Source: an optimization exercise on an open RTL-to-GDS flow (aim: small area and a short achievable clock period). Production flows keep margins and buffers that such runs may drop.
Function was checked by simulation only, so behaviour that the tests miss may differ from the original.
Power is estimated from default activity; no workload was simulated.

===== flow/design.v =====
`default_nettype none
package mips_pkg;
    typedef logic [31:0] word_t;
    typedef logic [4:0]  reg_addr_t;
    typedef logic [15:0] imm_t;
    typedef logic [4:0]  shamt_t;
    localparam logic [5:0] OPCODE_SPECIAL = 6'b000000;
    localparam logic [5:0] OPCODE_REGIMM  = 6'b000001;
    localparam logic [5:0] OPCODE_BEQ     = 6'b000100;
    localparam logic [5:0] OPCODE_BNE     = 6'b000101;
    localparam logic [5:0] OPCODE_BLEZ    = 6'b000110;
    localparam logic [5:0] OPCODE_BGTZ    = 6'b000111;
    localparam logic [5:0] OPCODE_ADDI    = 6'b001000;
    localparam logic [5:0] OPCODE_ADDIU   = 6'b001001;
    localparam logic [5:0] OPCODE_SLTI    = 6'b001010;
    localparam logic [5:0] OPCODE_SLTIU   = 6'b001011;
    localparam logic [5:0] OPCODE_ANDI    = 6'b001100;
    localparam logic [5:0] OPCODE_ORI     = 6'b001101;
    localparam logic [5:0] OPCODE_XORI    = 6'b001110;
    localparam logic [5:0] OPCODE_AUI     = 6'b001111;
    localparam logic [5:0] FUNCT_SLL  = 6'b000000;
    localparam logic [5:0] FUNCT_SRL  = 6'b000010;
    localparam logic [5:0] FUNCT_SRA  = 6'b000011;
    localparam logic [5:0] FUNCT_SLLV = 6'b000100;
    localparam logic [5:0] FUNCT_SRLV = 6'b000110;
    localparam logic [5:0] FUNCT_SRAV = 6'b000111;
    localparam logic [5:0] FUNCT_ADD  = 6'b100000;
    localparam logic [5:0] FUNCT_ADDU = 6'b100001;
    localparam logic [5:0] FUNCT_SUB  = 6'b100010;
    localparam logic [5:0] FUNCT_SUBU = 6'b100011;
    localparam logic [5:0] FUNCT_AND  = 6'b100100;
    localparam logic [5:0] FUNCT_OR   = 6'b100101;
    localparam logic [5:0] FUNCT_XOR  = 6'b100110;
    localparam logic [5:0] FUNCT_NOR  = 6'b100111;
    localparam logic [5:0] FUNCT_SLT  = 6'b101010;
    localparam logic [5:0] FUNCT_SLTU = 6'b101011;
    localparam logic [4:0] RT_BLTZ = 5'b00000;
    localparam logic [4:0] RT_BGEZ = 5'b00001;
    typedef enum logic [3:0] {
        ALU_OP_ADD, ALU_OP_SUB, ALU_OP_AND, ALU_OP_OR,
        ALU_OP_XOR, ALU_OP_NOR, ALU_OP_SLT, ALU_OP_SLTU,
        ALU_OP_SLL, ALU_OP_SRL, ALU_OP_SRA,
        ALU_OP_SLLV, ALU_OP_SRLV, ALU_OP_SRAV
    } alu_op_t;
    typedef enum logic [1:0] {
        EXT_OP_NOP, EXT_OP_ZE, EXT_OP_SE, EXT_OP_LS
    } ext_op_t;
    typedef enum logic [2:0] {
        BR_NONE, BR_EQ, BR_NE, BR_LEZ, BR_GTZ, BR_GEZ, BR_LTZ
    } branch_op_t;
endpackage
`default_nettype wire
`timescale 1ns/1ps
`default_nettype none
module mips_decode (
    input  wire                     clk,
    input  wire                     reset,
    input  wire                     ins_valid,
    input  wire mips_pkg::word_t    ins,
    output logic                    dec_valid,
    output logic                    reg_wr,
    output logic                    illegal,
    output mips_pkg::alu_op_t       alu_op,
    output mips_pkg::ext_op_t       ext_op,
    output mips_pkg::branch_op_t    branch_op,
    output mips_pkg::imm_t          imm,
    output mips_pkg::shamt_t        shamt,
    output mips_pkg::reg_addr_t     rs_addr,
    output mips_pkg::reg_addr_t     rt_addr,
    output mips_pkg::reg_addr_t     dst_addr
);
    logic [5:0]           opcode;
    logic [5:0]           funct;
    mips_pkg::reg_addr_t  rs_f;
    mips_pkg::reg_addr_t  rt_f;
    mips_pkg::reg_addr_t  rd_f;
    mips_pkg::alu_op_t    alu_d;
    mips_pkg::ext_op_t    ext_d;
    mips_pkg::branch_op_t br_d;
    mips_pkg::reg_addr_t  dst_d;
    logic                 wr_d;
    logic                 ill_d;
    assign opcode = ins[31:26];
    assign rs_f   = ins[25:21];
    assign rt_f   = ins[20:16];
    assign rd_f   = ins[15:11];
    assign funct  = ins[5:0];
    always_comb begin
        alu_d = mips_pkg::ALU_OP_ADD;
        ext_d = mips_pkg::EXT_OP_NOP;
        br_d  = mips_pkg::BR_NONE;
        dst_d = rt_f;
        wr_d  = 1'b0;
        ill_d = 1'b0;
        case (opcode)
            mips_pkg::OPCODE_SPECIAL: begin
                dst_d = rd_f;
                wr_d  = 1'b1;
                case (funct)
                    mips_pkg::FUNCT_SLL:  alu_d = mips_pkg::ALU_OP_SLL;
                    mips_pkg::FUNCT_SRL:  alu_d = mips_pkg::ALU_OP_SRL;
                    mips_pkg::FUNCT_SRA:  alu_d = mips_pkg::ALU_OP_SRA;
                    mips_pkg::FUNCT_SLLV: alu_d = mips_pkg::ALU_OP_SLLV;
                    mips_pkg::FUNCT_SRLV: alu_d = mips_pkg::ALU_OP_SRLV;
                    mips_pkg::FUNCT_SRAV: alu_d = mips_pkg::ALU_OP_SRAV;
                    mips_pkg::FUNCT_ADD,
                    mips_pkg::FUNCT_ADDU: alu_d = mips_pkg::ALU_OP_ADD;
                    mips_pkg::FUNCT_SUB,
                    mips_pkg::FUNCT_SUBU: alu_d = mips_pkg::ALU_OP_SUB;
                    mips_pkg::FUNCT_AND:  alu_d = mips_pkg::ALU_OP_AND;
                    mips_pkg::FUNCT_OR:   alu_d = mips_pkg::ALU_OP_OR;
                    mips_pkg::FUNCT_XOR:  alu_d = mips_pkg::ALU_OP_XOR;
                    mips_pkg::FUNCT_NOR:  alu_d = mips_pkg::ALU_OP_NOR;
                    mips_pkg::FUNCT_SLT:  alu_d = mips_pkg::ALU_OP_SLT;
                    mips_pkg::FUNCT_SLTU: alu_d = mips_pkg::ALU_OP_SLTU;
                    default: begin
                        wr_d  = 1'b0;
                        ill_d = 1'b1;
                    end
                endcase
            end
            mips_pkg::OPCODE_REGIMM: begin
                case (rt_f)
                    mips_pkg::RT_BGEZ: br_d = mips_pkg::BR_GEZ;
                    mips_pkg::RT_BLTZ: br_d = mips_pkg::BR_LTZ;
                    default:           ill_d = 1'b1;
                endcase
            end
            mips_pkg::OPCODE_BEQ:  br_d = mips_pkg::BR_EQ;
            mips_pkg::OPCODE_BNE:  br_d = mips_pkg::BR_NE;
            mips_pkg::OPCODE_BLEZ: br_d = mips_pkg::BR_LEZ;
            mips_pkg::OPCODE_BGTZ: br_d = mips_pkg::BR_GTZ;
            mips_pkg::OPCODE_ADDI,
            mips_pkg::OPCODE_ADDIU: begin
                ext_d = mips_pkg::EXT_OP_SE;
                wr_d  = 1'b1;
            end
            mips_pkg::OPCODE_SLTI: begin
                alu_d = mips_pkg::ALU_OP_SLT;
                ext_d = mips_pkg::EXT_OP_SE;
                wr_d  = 1'b1;
            end
            mips_pkg::OPCODE_SLTIU: begin
                alu_d = mips_pkg::ALU_OP_SLTU;
                ext_d = mips_pkg::EXT_OP_SE;
                wr_d  = 1'b1;
            end
            mips_pkg::OPCODE_ANDI: begin
                alu_d = mips_pkg::ALU_OP_AND;
                ext_d = mips_pkg::EXT_OP_ZE;
                wr_d  = 1'b1;
            end
            mips_pkg::OPCODE_ORI: begin
                alu_d = mips_pkg::ALU_OP_OR;
                ext_d = mips_pkg::EXT_OP_ZE;
                wr_d  = 1'b1;
            end
            mips_pkg::OPCODE_XORI: begin
                alu_d = mips_pkg::ALU_OP_XOR;
                ext_d = mips_pkg::EXT_OP_ZE;
                wr_d  = 1'b1;
            end
            mips_pkg::OPCODE_AUI: begin
                ext_d = mips_pkg::EXT_OP_LS;
                wr_d  = 1'b1;
            end
            default: ill_d = 1'b1;
        endcase
    end
    always_ff @(posedge clk) begin
        if (reset) begin
            dec_valid <= 1'b0;
            reg_wr    <= 1'b0;
            illegal   <= 1'b0;
            branch_op <= mips_pkg::BR_NONE;
        end else begin
            dec_valid <= ins_valid;
            if (ins_valid) begin
                reg_wr    <= wr_d && (dst_d != '0);
                illegal   <= ill_d;
                branch_op <= br_d;
            end
        end
    end
    always_ff @(posedge clk) begin
        if (ins_valid) begin
            alu_op   <= alu_d;
            ext_op   <= ext_d;
            imm      <= ins[15:0];
            shamt    <= ins[10:6];
            rs_addr  <= rs_f;
            rt_addr  <= rt_f;
            dst_addr <= dst_d;
        end
    end
endmodule
`default_nettype wire
`timescale 1ns/1ps
`default_nettype none
module mips_execute (
    input  wire mips_pkg::alu_op_t      alu_op,
    input  wire mips_pkg::ext_op_t      ext_op,
    input  wire mips_pkg::branch_op_t   branch_op,
    input  wire mips_pkg::imm_t         imm,
    input  wire mips_pkg::shamt_t       shamt,
    input  wire mips_pkg::word_t        rs_data,
    input  wire mips_pkg::word_t        rt_data,
    output mips_pkg::word_t             result,
    output logic                        branch_en,
    output logic                        branch_taken
);
    mips_pkg::word_t opnd_b;
    logic [4:0]      rs_sh;
    assign rs_sh = rs_data[4:0];
    always_comb begin
        case (ext_op)
            mips_pkg::EXT_OP_ZE: opnd_b = {16'h0000, imm};
            mips_pkg::EXT_OP_SE: opnd_b = {{16{imm[15]}}, imm};
            mips_pkg::EXT_OP_LS: opnd_b = {imm, 16'h0000};
            default:             opnd_b = rt_data;
        endcase
    end
    always_comb begin
        case (alu_op)
            mips_pkg::ALU_OP_ADD:  result = rs_data + opnd_b;
            mips_pkg::ALU_OP_SUB:  result = rs_data - opnd_b;
            mips_pkg::ALU_OP_AND:  result = rs_data & opnd_b;
            mips_pkg::ALU_OP_OR:   result = rs_data | opnd_b;
            mips_pkg::ALU_OP_XOR:  result = rs_data ^ opnd_b;
            mips_pkg::ALU_OP_NOR:  result = ~(rs_data | opnd_b);
            mips_pkg::ALU_OP_SLT:  result = {31'b0, $signed(rs_data) < $signed(opnd_b)};
            mips_pkg::ALU_OP_SLTU: result = {31'b0, rs_data < opnd_b};
            mips_pkg::ALU_OP_SLL:  result = rt_data << shamt;
            mips_pkg::ALU_OP_SRL:  result = rt_data >> shamt;
            mips_pkg::ALU_OP_SRA:  result = $signed(rt_data) >>> shamt;
            mips_pkg::ALU_OP_SLLV: result = rt_data << rs_sh;
            mips_pkg::ALU_OP_SRLV: result = rt_data >> rs_sh;
            mips_pkg::ALU_OP_SRAV: result = $signed(rt_data) >>> rs_sh;
            default:               result = '0;
        endcase
    end
    assign branch_en = (branch_op != mips_pkg::BR_NONE);
    always_comb begin
        case (branch_op)
            mips_pkg::BR_EQ:  branch_taken = (rs_data == rt_data);
            mips_pkg::BR_NE:  branch_taken = (rs_data != rt_data);
            mips_pkg::BR_LEZ: branch_taken = ($signed(rs_data) <= 0);
            mips_pkg::BR_GTZ: branch_taken = ($signed(rs_data) > 0);
            mips_pkg::BR_GEZ: branch_taken = ~rs_data[31];
            mips_pkg::BR_LTZ: branch_taken = rs_data[31];
            default:          branch_taken = 1'b0;
        endcase
    end
endmodule
`default_nettype wire
`timescale 1ns/1ps
`default_nettype none
module mips_result (
    input  wire                         clk,
    input  wire                         reset,
    input  wire                         dec_valid,
    input  wire                         reg_wr,
    input  wire                         illegal,
    input  wire mips_pkg::reg_addr_t    dst_addr,
    input  wire mips_pkg::reg_addr_t    rs_addr,
    input  wire mips_pkg::reg_addr_t    rt_addr,
    input  wire mips_pkg::word_t        result,
    input  wire                         branch_en,
    input  wire                         branch_taken,
    output mips_pkg::word_t             rs_data,
    output mips_pkg::word_t             rt_data,
    output logic                        wb_valid,
    output mips_pkg::reg_addr_t         wb_addr,
    output mips_pkg::word_t             wb_data,
    output logic                        branch_valid,
    output logic                        branch_taken_q,
    output logic                        ins_illegal
);
    mips_pkg::word_t regs [1:31];
    assign rs_data = (rs_addr == '0) ? '0 : regs[rs_addr];
    assign rt_data = (rt_addr == '0) ? '0 : regs[rt_addr];
    always_ff @(posedge clk) begin
        if (reset) begin
            for (int i = 1; i < 32; i++) begin
                regs[i] <= '0;
            end
        end else if (dec_valid && reg_wr) begin
            regs[dst_addr] <= result;
        end
    end
    always_ff @(posedge clk) begin
        if (reset) begin
            wb_valid     <= 1'b0;
            branch_valid <= 1'b0;
            ins_illegal  <= 1'b0;
        end else begin
            wb_valid     <= dec_valid && reg_wr;
            branch_valid <= dec_valid && branch_en && !illegal;
            ins_illegal  <= dec_valid && illegal;
        end
    end
    always_ff @(posedge clk) begin
        wb_addr        <= dst_addr;
        wb_data        <= result;
        branch_taken_q <= branch_taken;
    end
endmodule
`default_nettype wire
`timescale 1ns/1ps
`default_nettype none
module mips_core (
    input  wire                         clk,
    input  wire                         reset,
    input  wire                         ins_valid,
    input  wire mips_pkg::word_t        ins,
    output logic                        wb_valid,
    output mips_pkg::reg_addr_t         wb_addr,
    output mips_pkg::word_t             wb_data,
    output logic                        branch_valid,
    output logic                        branch_taken,
    output logic                        ins_illegal
);
    logic                 dec_valid;
    logic                 reg_wr;
    logic                 illegal;
    mips_pkg::alu_op_t    alu_op;
    mips_pkg::ext_op_t    ext_op;
    mips_pkg::branch_op_t branch_op;
    mips_pkg::imm_t       imm;
    mips_pkg::shamt_t     shamt;
    mips_pkg::reg_addr_t  rs_addr;
    mips_pkg::reg_addr_t  rt_addr;
    mips_pkg::reg_addr_t  dst_addr;
    mips_pkg::word_t      rs_data;
    mips_pkg::word_t      rt_data;
    mips_pkg::word_t      result;
    logic                 branch_en;
    logic                 exe_taken;
    mips_decode u_decode (
        .clk       (clk),
        .reset     (reset),
        .ins_valid (ins_valid),
        .ins       (ins),
        .dec_valid (dec_valid),
        .reg_wr    (reg_wr),
        .illegal   (illegal),
        .alu_op    (alu_op),
        .ext_op    (ext_op),
        .branch_op (branch_op),
        .imm       (imm),
        .shamt     (shamt),
        .rs_addr   (rs_addr),
        .rt_addr   (rt_addr),
        .dst_addr  (dst_addr)
    );
    mips_execute u_execute (
        .alu_op       (alu_op),
        .ext_op       (ext_op),
        .branch_op    (branch_op),
        .imm          (imm),
        .shamt        (shamt),
        .rs_data      (rs_data),
        .rt_data      (rt_data),
        .result       (result),
        .branch_en    (branch_en),
        .branch_taken (exe_taken)
    );
    mips_result u_result (
        .clk            (clk),
        .reset          (reset),
        .dec_valid      (dec_valid),
        .reg_wr         (reg_wr),
        .illegal        (illegal),
        .dst_addr       (dst_addr),
        .rs_addr        (rs_addr),
        .rt_addr        (rt_addr),
        .result         (result),
        .branch_en      (branch_en),
        .branch_taken   (exe_taken),
        .rs_data        (rs_data),
        .rt_data        (rt_data),
        .wb_valid       (wb_valid),
        .wb_addr        (wb_addr),
        .wb_data        (wb_data),
        .branch_valid   (branch_valid),
        .branch_taken_q (branch_taken),
        .ins_illegal    (ins_illegal)
    );
endmodule
`default_nettype wire

===== flow/run.sh =====
#!/bin/bash
# synth_recipe.tcl (not shown) runs the flow's synth.tcl, then flattens the netlist and writes it again
# the make line also repeats each setting of config.mk as NAME=value (left out here)
make -C /OpenROAD-flow-scripts/flow DESIGN_CONFIG=/design/flow/config.mk WORK_HOME=/design/flow/orfs CLKGATE_MAP_FILE= SYNTH_SCRIPT=/design/flow/synth_recipe.tcl finish

===== flow/config.mk =====
export PLATFORM = sky130hd
export DESIGN_NAME = mips_core
export DESIGN_NICKNAME = mips_core
export VERILOG_FILES = /design/flow/design.v
export SDC_FILE = /design/flow/constraint.sdc
export NUM_CORES = 4
export LEC_CHECK = 0
export CAP_MARGIN = 20
export CORE_MARGIN = 2
export CORE_UTILIZATION = 40
export SLEW_MARGIN = 20

===== flow/constraint.sdc =====
create_clock -name core_clock -period 10.0 [get_ports {clk}]
set_input_delay 2.0000 -clock core_clock [delete_from_list [all_inputs] [get_ports {clk}]]
set_output_delay 2.0000 -clock core_clock [all_outputs]
set_load 0.01 [all_outputs]

==> flow_summary_export.csv <==
group,metric,value,unit
floorplanning,die_w,420,um
critical_path,crit_chain,"or4_1 -> buf_4 -> o22ai_1 -> or4_1 -> or3_1 -> or2_2 -> a21oi_1 -> a21o_1 -> ha_1 -> nor2b_1 -> o21ai_0 -> or4b_2 -> nand3_1 -> a31oi_1 -> a21o_1 -> a311o_1 -> mux2i_1 -> o21ai_0 -> nor4_4 -> buf_4 -> nor2_1",
sta,finalCriticalPeriod,8.68,ns
critical_path,cp-start-kind,"register",
min_path,holdCritStartpoint,"u_decode.illegal",
flow_run,drv_cap,0,
sta,drv_slew,0,
clock_network,clk_latency,0.83,ns
sta,setup_violations,0,
synth,synth_edf_count,1061,
placed_design,io_buffers,75,
min_path,hp-class,"register to register",
clock_network,ctsResizeCount,0,
drt,drt_wl_total,322000,um
synth,synth_area,69400,um^2
grt,grt_pass1_vias,54057,
floorplanning,die_height,420,um
drt,drt_iter0_drc,10324,
critical_path,r2r_slack,1.32,ns
layout,finalNonFillerCells,8184,
critical_path,worst_path_max_delay_cell,"dfxtp_4",
sta,slew_headroom,0.141,
placed_design,hpwl,207000,um
grt,antenna_found_initial,17,
power_and_ir_drop,power.density,195,nW/um^2
sta,timing.final.crit_share,0.868,
layout,drive_gt1_frac,0.206,
drt,wl_per_cell,39.3,um
synth,synth_cell_types,111,
clock_network,cts_setup_buffers,0,
clock_network,cts_buffers,114,
layout,syn_to_final_growth,10.3,%
sta,fin_skew,0.0954,ns
sta,holdWs,0.437,ns
synth,synth-compound-area-share,0.102,
floorplanning,rows,152,
synth,yosys.area_share.simple,0.131,
power_and_ir_drop,p_leak,0.0274,uW
synth,muxShareOfSynthArea,0.215,
floorplanning,io_pins,76,
sta,rsz0062_at_grt,"no",
clock_network,cts_tree,"built",
clock_network,cts_root_buf,"clkbuf_16",
min_path,holdPathStages,1,
critical_path,cp_max_fo,34,
synth,yosysWarnings,3,
power_and_ir_drop,peakVddDrop,0.148,mV
synth,async_reset_ff_frac,0,
grt,grt.overflow.total,0,
critical_path,critical_path_required,10.47,ns
placed_design,place_inst,7955,
clock_network,numClockSinks,1118,
drt,drtAntennaViolNets,0,
synth,synth_xor_area_frac,0.00581,
critical_path,r2r_end,"u_result.regs[5][22]",
critical_path,slowest_delay,0.79,ns
synth,syn_nets,5998,
floorplanning,initial_core_util,0.403,
floorplanning,coreArea,172000,um^2
synth,ys_seq_area_frac,0.476,
layout,postLayoutCellArea,76500,um^2
grt,grt_max_degree,74,
critical_path,cp-end-kind,"register",
layout,seq_area,33000,um^2
grt,grt_pass1_wl,440000,um
synth,synth_adder_area_share,0.0202,
min_path,hold_end,"u_result.branch_valid",
drt,vias,57345,
synth,synth_ff_type,"edfxtp_1",
layout,layout_common_cells,"1174 x nor2_1, 1061 x edfxtp_1, 475 x mux4_2",
placed_design,placed_cell_area,72800,um^2
power_and_ir_drop,total_power,14900,uW
layout,multi_input_area,33400,um^2
drt,viasPerCell,7.01,
critical_path,worst_r2r_path_depth,21,
sta,setup_tns,0,ns
critical_path,worst-setup-path-type,"register to register",
synth,synth_top_family_by_area,"multiplexers",
synth,syn_inst,5852,
clock_network,cts_buffer_depth,3,
placed_design,routabilityCongestion,1.08,
synth,avgSynthCellArea,11.9,um^2
synth,ys_ff_latch,1118,
drt,drc,0,
layout,final_nets,5907,
sta,hold_violations,0,
clock_network,cts_hold_buf,0,
drt,drtPass1Iterations,7,
sta,fmax,115,MHz
sta,worst_slew_pin_slew,1.29,ns
layout,fillCellCount,15870,
layout,final_common_cell,"nor2_1",
grt,grt_usage,0.358,
clock_network,path_clk_slew,0.06,ns
clock_network,h-tree-depth,3,
critical_path,arrival,9.15,ns
outcome,outcome,"no timing/DRC/antenna violations",
floorplanning,dieArea,177000,um^2
flip-flops by register name (all words and copies together) (netlist names), named ones only:
| name | cells |
|---|---|
| u_result.regs | 1024 |
| u_result.wb_data | 32 |
| u_decode.imm | 12 |
| u_decode.dst_addr | 5 |
| u_decode.rs_addr | 5 |
| u_decode.rt_addr | 5 |
| u_result.wb_addr | 5 |
| u_decode.alu_op | 4 |
| u_decode.shamt | 4 |
| u_decode.branch_op | 3 |
| u_decode.ext_op | 2 |
| u_decode.dec_valid | 1 |
| u_decode.illegal | 1 |
| u_decode.reg_wr | 1 |
| u_result.branch_taken_q | 1 |
| u_result.branch_valid | 1 |
| u_result.ins_illegal | 1 |
| u_result.wb_valid | 1 |
critical path: cells and delay by family, from the launching register on:
family	cells	cell delay, ns
fa+ha+maj	1	0.32
mux	1	0.64
simple gates	9	3.89
buf+inv	2	0.80
flops	1	0.79
compound gates	8	1.93
power by group:
| part | leakage, uW | internal [uW] | switching, uW |
|---|---|---|---|
| logic | 0.0143 | 1530 | 3570 |
| registers | 0.0114 | 5340 | 188 |
| clock network | 0.00177 | 2320 | 1960 |
metal layers:
| layer | vias up | share of wire | global-route usage |
|---|---|---|---|
| met2 | 5158 | 0.42 | 0.521 |
| met1 | 28650 | 0.35 | 0.449 |
| met4 | 8 | 0.088 | 0.262 |
| li1 | 22281 | - | - |
| met5 | - | 0.00015 | 0 |
| met3 | 1248 | 0.14 | 0.113 |
cell usage after synthesis, types with 29 or more instances:
cell,instances,area [um^2]
o22ai_1,125,782
a21oi_1,180,901
nor2b_1,37,231
inv_1,134,503
mux2i_1,273,2730
a31oi_1,55,344
a21o_1,32,240
nor4_1,34,213
ha_1,109,1360
o21ai_0,101,505
and2_1,34,213
buf_6,41,462
buf_4,76,571
nand3_1,77,385
edfxtp_1,1061,31900
dfxtp_1,57,1140
nor2_1,1178,4420
buf_2,153,766
a221oi_1,29,254
nand4_1,32,200
nor3_1,156,781
nand2b_1,58,363
o211ai_1,31,233
mux2_2,87,980
xnor2_1,29,254
mux4_2,475,10700
a22oi_1,82,616
a211oi_1,54,405
nand2_1,266,998
clkbuf_1,260,976
logic make-up (layout without fill, tap and decap cells):
family,Yosys count,count (layout)
flops,1118,1118
fa+ha+maj,111,111
simple gates,2019,2019
other cells,0,12
buf+inv,704,714
compound gates,997,997
xor+xnor,46,46
mux,857,857
final cells by class:
class	instances	share of cell area
antenna	12	0.000392
inverter	147	0.00724
tap	2310	0.0378
timing repair buffer	350	0.0383
clock buffer	152	0.0399
sequential	1118	0.432
multi-input combinational	4030	0.437
clock inverter	65	0.00795
worst max path at each step:
stage                   from                    to  cells past startpoint
floorplan           register  u_result.regs[0][25]                     25
global placement    register  u_result.regs[0][22]                     21
detailed placement  register  u_result.regs[0][22]                     21
CTS                 register  u_result.regs[5][22]                     21
global route        register  u_result.regs[4][22]                     21
finish              register  u_result.regs[5][22]                     21
metrics by stage:
step | setup slack [ns] | utilization
floorplan | 3.98 | -
global placement | 1.71 | 0.423
detailed placement | 1.72 | 0.424
CTS | 1.71 | 0.445
global route | 1.42 | 0.445
finish | 1.32 | 0.445

## separate check: timing with driven ports
How much do the figures lean on ideal ports? The routed layout below was timed once more, with nothing changed but the port constraints. Step 1 (the two cells are an assumption about what drives the block):
set clk [get_ports {clk}]
set_driving_cell -lib_cell sky130_fd_sc_hd__clkbuf_16 $clk
set_driving_cell -lib_cell sky130_fd_sc_hd__buf_2 [delete_from_list [all_inputs] $clk]
Step 2 times the ports against the registers' clock, not the clock port: input delays grow and output delays shrink by t, the midpoint of the rising clock arrivals with the driver on. a / b / c = no drivers / after step 1 / after step 2; a / b = the first two.
t, ns: 0.856
slack for setup (ns): 1.320 / 1.320 / 1.320
hold WS [ns]: 0.437 / 0.437 / 0.437
After both steps setup and hold are still met in this run. For this run, drivers alone change the setup slack by 0.000 ns; drivers and shift together by 0.000 ns.
